This is an optimization exercise on Yosys and OpenROAD, whose aim is small area, a short achievable clock period and few clock cycles per item, not a production implementation.
Function was checked by simulation only, so behaviour that the tests miss may differ from the original.

==> inputs of run a <==
==> flow/design.v (excerpt) <==
module binaural_chord_tone_mixer_unit
(
   input  logic                clock,
   input  logic                reset,
   input  logic                req_valid,
   output logic                req_stall,
   input  logic [32:0]         req_payload,   
   output logic                rsp_valid,
   input  logic                rsp_stall,
   output logic [31:0]         rsp_payload,   
   input  logic                csr_wr_en,
   input  logic [1:0]          csr_index,
   input  logic [9:0]          csr_wr_data
);
   localparam logic [3:0] MAX_CHORD = 4'd11;
   localparam logic signed [31:0] MIX_BIAS  = 32'sd335221755;
   localparam logic signed [31:0] DIV_LIMIT = 32'sd670433280;   
   localparam logic [1:0] CSR_RIVER_GAIN   = 2'd0;
   localparam logic [1:0] CSR_TONE_GAIN    = 2'd1;
   localparam logic [1:0] CSR_CHORD_SELECT = 2'd2;
   localparam logic [23:0] PAIRS_M1_TAB = {2'd0, 2'd2, 2'd2, 2'd3, 2'd0, 2'd1,
                                           2'd3, 2'd2, 2'd0, 2'd0, 2'd0, 2'd0};
   localparam int OUT_DEPTH = 5;
   localparam int QW = $clog2(OUT_DEPTH);
   localparam int OW = $clog2(OUT_DEPTH + 1);
   logic [17:0] tg_digits_ff;
   logic [23:0] rg_digits_ff;
   logic [3:0]  chord_ff;
   logic [17:0] tg_digits_wr;
   logic [23:0] rg_digits_wr;
   logic [13:0] rg10_wr;
   assign rg10_wr = {1'b0, csr_wr_data, 3'b000} + {3'b000, csr_wr_data, 1'b0};
   bctm_booth_enc #(.W(10), .D(6)) u_tg_enc (.y (csr_wr_data), .digits (tg_digits_wr));
   bctm_booth_enc #(.W(14), .D(8)) u_rg_enc (.y (rg10_wr), .digits (rg_digits_wr));
  ...
Settings: LEC_CHECK=0, ABC_AREA=1, CAP_MARGIN=20, CORE_MARGIN=2, CORE_UTILIZATION=45, SETUP_SLACK_MARGIN=5, SLEW_MARGIN=20, SYNTH_MEMORY_MAX_BITS=32768; clock period 10.0 ns.
run.sh (not shown) runs the stock make flow with config.mk's settings and CLKGATE_MAP_FILE= SYNTH_SCRIPT=/design/flow/synth_recipe.tcl, a recipe that flattens the netlist after the stock synthesis.
==> run b: changes against run a <==
--- a/flow/design.v
+++ b/flow/design.v
@@ -1962,17 +1962,16 @@
    localparam logic signed [31:0] MIX_BIAS  = 32'sd335221755;
    localparam logic signed [31:0] DIV_LIMIT = 32'sd670433280;   
    localparam logic [1:0] CSR_RIVER_GAIN   = 2'd0;
    localparam logic [1:0] CSR_TONE_GAIN    = 2'd1;
    localparam logic [1:0] CSR_CHORD_SELECT = 2'd2;
    localparam logic [23:0] PAIRS_M1_TAB = {2'd0, 2'd2, 2'd2, 2'd3, 2'd0, 2'd1,
                                            2'd3, 2'd2, 2'd0, 2'd0, 2'd0, 2'd0};
    localparam int OUT_DEPTH = 5;
-   localparam int QW = $clog2(OUT_DEPTH);
    localparam int OW = $clog2(OUT_DEPTH + 1);
    logic [17:0] tg_digits_ff;
    logic [23:0] rg_digits_ff;
    logic [3:0]  chord_ff;
    logic [17:0] tg_digits_wr;
    logic [23:0] rg_digits_wr;
    logic [13:0] rg10_wr;
    assign rg10_wr = {1'b0, csr_wr_data, 3'b000} + {3'b000, csr_wr_data, 1'b0};
@@ -2011,17 +2010,19 @@
    logic [11:0]   cnt_vld_ff;
    logic [23:0]   wb_val_ff;
    logic [3:0]    wb_chord_ff;
    logic          wb_pend_ff;
    logic          wb_now;
    logic          wb_pend_nx;
    logic [3:0]    wb_chord_nx;
    logic [3:0]    chord_nx;
-   logic [3:0]    ring_idx_ff;      
+   logic [11:0]   ring_sel_ff;      
+   logic [3:0]    ring_idx_nx;
+   logic [23:0]   ring_rd;
    logic          wb_hit_ff;        
    logic          vld_hit_ff;       
    logic [3:0]    ptr_nx;
    logic          ready_nx;
    logic          wb_block;
    logic          idle_nx;          
    logic [3:0]    seq_chord_nx;
    logic [3:0]    rom_chord_ff;
@@ -2055,17 +2056,17 @@
          busy_nx = !seq_last;
          cyc_nx  = cyc_ff + 2'd1;
       end
       outstanding_nx = outstanding_ff + OW'(load) - OW'(deliver);
    end
    always_ff @(posedge clock) begin
       if (reset) begin
          ready_ff       <= 1'b1;
-         ring_idx_ff    <= 4'd0;
+         ring_sel_ff    <= 12'd1;
          wb_hit_ff      <= 1'b0;
          vld_hit_ff     <= 1'b0;
          rom_chord_ff   <= 4'd0;
          rom_pair_ff    <= 2'd0;
          busy_ff        <= 1'b0;
          cyc_ff         <= 2'd0;
          cycles_m1_ff   <= 2'd1;
          outstanding_ff <= '0;
@@ -2074,17 +2075,17 @@
          wb_pend_ff     <= 1'b0;
       end else begin
          busy_ff        <= busy_nx;
          cyc_ff         <= cyc_nx;
          cycles_m1_ff   <= cycles_m1_nx;
          outstanding_ff <= outstanding_nx;
          ready_ff       <= ready_nx;
          ptr_ff         <= ptr_nx;
-         ring_idx_ff    <= (chord_nx >= ptr_nx) ? chord_nx - ptr_nx : chord_nx + 4'd12 - ptr_nx;
+         ring_sel_ff    <= 12'd1 << ring_idx_nx;
          wb_hit_ff      <= wb_pend_nx && (wb_chord_nx == chord_nx);
          vld_hit_ff     <= cnt_vld_ff[chord_nx] || (load && chord_ff == chord_nx);
          rom_chord_ff   <= ready_nx ? chord_nx : seq_chord_nx;
          rom_pair_ff    <= ready_nx ? 2'd0 : cyc_nx + 2'd1;
          wb_pend_ff     <= wb_pend_nx;
          if (load) begin
             cnt_vld_ff[chord_ff] <= 1'b1;
          end
@@ -2099,17 +2100,24 @@
    bctm_inc_rom #(.RIGHT(1'b0), .ODD(1'b1)) u_inc_l1 (.chord (rom_chord_ff), .pair (rom_pair_ff), .digits (dig_l1));
    bctm_inc_rom #(.RIGHT(1'b1), .ODD(1'b0)) u_inc_r0 (.chord (rom_chord_ff), .pair (rom_pair_ff), .digits (dig_r0));
    bctm_inc_rom #(.RIGHT(1'b1), .ODD(1'b1)) u_inc_r1 (.chord (rom_chord_ff), .pair (rom_pair_ff), .digits (dig_r1));
    assign wb_now      = wb_pend_ff && (wb_chord_ff == ptr_ff);
    assign wb_pend_nx  = load || (wb_pend_ff && !wb_now);
    assign wb_chord_nx = load ? chord_ff : wb_chord_ff;
    assign chord_nx    = (csr_wr_en && csr_index == CSR_CHORD_SELECT)
                         ? ((csr_wr_data[3:0] > MAX_CHORD) ? MAX_CHORD : csr_wr_data[3:0]) : chord_ff;
-   assign count_rd    = !vld_hit_ff ? 24'd0 : wb_hit_ff ? wb_val_ff : ring_ff[ring_idx_ff];
+   assign ring_idx_nx = (chord_nx >= ptr_nx) ? chord_nx - ptr_nx : chord_nx + 4'd12 - ptr_nx;
+   always_comb begin
+      ring_rd = 24'd0;
+      for (int i = 0; i < 12; i++) begin
+         ring_rd = ring_rd | ({24{ring_sel_ff[i]}} & ring_ff[i]);
+      end
+   end
+   assign count_rd    = !vld_hit_ff ? 24'd0 : wb_hit_ff ? wb_val_ff : ring_rd;
    always_ff @(posedge clock) begin
       if (ready_ff) begin
          seq_chord_ff <= chord_ff;
          pairs_m1_ff  <= chord_pairs_m1;
          count_ff     <= count_rd;
          count3_ff    <= count_rd + {count_rd[22:0], 1'b0};
          seq_x_ff     <= req_payload[0] ? req_payload[32:1] : 32'd0;
       end
@@ -2256,45 +2264,60 @@
       p3_right_ff <= p2_right_ff;
       low_ff      <= low;
       high_ff     <= high;
       z_s_ff      <= z_s;
       z_c_ff      <= z_c;
    end
    logic [15:0]   result;
    logic [31:0]   out_q [OUT_DEPTH];
-   logic [QW-1:0] wp_ff, rp_ff;
+   logic [OUT_DEPTH-1:0] wp_ff, rp_ff;    
+   logic [31:0]   q_rd;
    logic [OW-1:0] full_cnt_ff;
    logic          rsp_valid_ff;
    logic          push;
    logic [OW-1:0] full_cnt_nx;
    bctm_div_step2 u_div2 (
       .low (low_ff), .high (high_ff), .z_s (z_s_ff), .z_c (z_c_ff), .result (result));
    assign push        = p3_v_ff && p3_right_ff;
    assign deliver     = rsp_valid_ff && !rsp_stall;
    assign full_cnt_nx = full_cnt_ff + OW'(push) - OW'(deliver);
    always_ff @(posedge clock) begin
       if (reset) begin
-         wp_ff        <= '0;
-         rp_ff        <= '0;
+         wp_ff        <= OUT_DEPTH'(1);
+         rp_ff        <= OUT_DEPTH'(1);
          full_cnt_ff  <= '0;
          rsp_valid_ff <= 1'b0;
       end else begin
          if (push) begin
-            wp_ff <= (wp_ff == QW'(OUT_DEPTH - 1)) ? '0 : wp_ff + 1'b1;
+            wp_ff <= {wp_ff[OUT_DEPTH-2:0], wp_ff[OUT_DEPTH-1]};
          end
          if (deliver) begin
-            rp_ff <= (rp_ff == QW'(OUT_DEPTH - 1)) ? '0 : rp_ff + 1'b1;
+            rp_ff <= {rp_ff[OUT_DEPTH-2:0], rp_ff[OUT_DEPTH-1]};
          end
          full_cnt_ff  <= full_cnt_nx;
          rsp_valid_ff <= (full_cnt_nx != '0);
       end
       if (p3_v_ff) begin
          if (p3_right_ff) begin
-            out_q[wp_ff][15:0] <= result;
+            for (int i = 0; i < OUT_DEPTH; i++) begin
+               if (wp_ff[i]) begin
+                  out_q[i][15:0] <= result;
+               end
+            end
          end else begin
-            out_q[wp_ff][31:16] <= result;
+            for (int i = 0; i < OUT_DEPTH; i++) begin
+               if (wp_ff[i]) begin
+                  out_q[i][31:16] <= result;
+               end
+            end
          end
       end
    end
    assign rsp_valid   = rsp_valid_ff;
-   assign rsp_payload = out_q[rp_ff];
+   always_comb begin
+      q_rd = 32'd0;
+      for (int i = 0; i < OUT_DEPTH; i++) begin
+         q_rd = q_rd | ({32{rp_ff[i]}} & out_q[i]);
+      end
+   end
+   assign rsp_payload = q_rd;
 endmodule
- CORE_UTILIZATION: 45 -> 55
- CTS_CLUSTER_DIAMETER: not set -> 90
- CTS_CLUSTER_SIZE: not set -> 26
==> notes.md <==
|  | run a | run b |
|---|---|---|
| Status | complete, no violations | complete, no violations |
| Post_cts resized | 18 | 5 |
| Number of logic inverters in the finished layout | 1847 | 1607 |
| Multi-input gate count | 8934 | 8739 |
| Synth Area in Adders | 0.1835 | 0.1883 |
| Post-Route M1 WL | 152.9 mm | 138.9 mm |
| Clock network latency to the later pin of the worst-skew pair | 850 ps | 760 ps |
| Register area | 27850 um^2 | 28040 um^2 |
| TritonRoute pass-1 iters | 9 | 12 |
| Post-Synthesis Net Count | 13850 | 13390 |
| Initial Utilization | 0.4514 | 0.5529 |
| Placed cell area | 100200 um^2 | 97870 um^2 |
| Layout overhead on the synthesized area | 7.918% | 5.031% |
| Area share of buffers outside the clock network | 0.02042 | 0.01973 |
| Fraction of layout cells with a size suffix above 1 | 0.05575 | 0.04400 |
| Met2 layer wire length in the routed design | 160.2 mm | 149.4 mm |
| Final worst clock skew | 85.33 ps | 36.36 ps |
| Launch point of the critical path | pc_l0_ff[0]$_DFF_P_ | count_ff[3]$_DFFE_PP_ |
Testbench counts of run a, summed over its fixed seeds: cycles 3,743, frames 1,152.
Testbench counts of run b, summed over its fixed seeds: cycles 3,743, frames 1,152.

-- static timing again, ports no longer ideal --
The flow's constraints put no driver on any port. The routed layouts listed below were extracted and timed again, unchanged, in two steps.
Step 1: set_driving_cell puts a clkbuf_16 on clock and a buf_2 on each other input, an assumption about the parent block.
Step 2 times the ports against the registers' clock, not the clock port: input delays grow and output delays shrink by t, the midpoint of the rising clock arrivals with the driver on.
Three values: no drivers, after step 1, after step 2; two values: the first two.
run | shift t [ns] | slack for setup (ns) | worst hold slack (ns) | worst slew at a driven data input, ns | cell pins on the clock port's net
run a | 0.906 | 5.111 / 5.035 / 4.585 | 0.325 / 0.325 / 0.325 | 0.06 | 1
run b | 0.834 | 5.096 / 5.052 / 4.218 | 0.334 / 0.334 / 0.334 | 0.35 | 1
After both steps every run listed still meets setup and hold. The setup slack of run b, which loses most, moves by -0.044 ns with the drivers and by -0.878 ns with both steps.
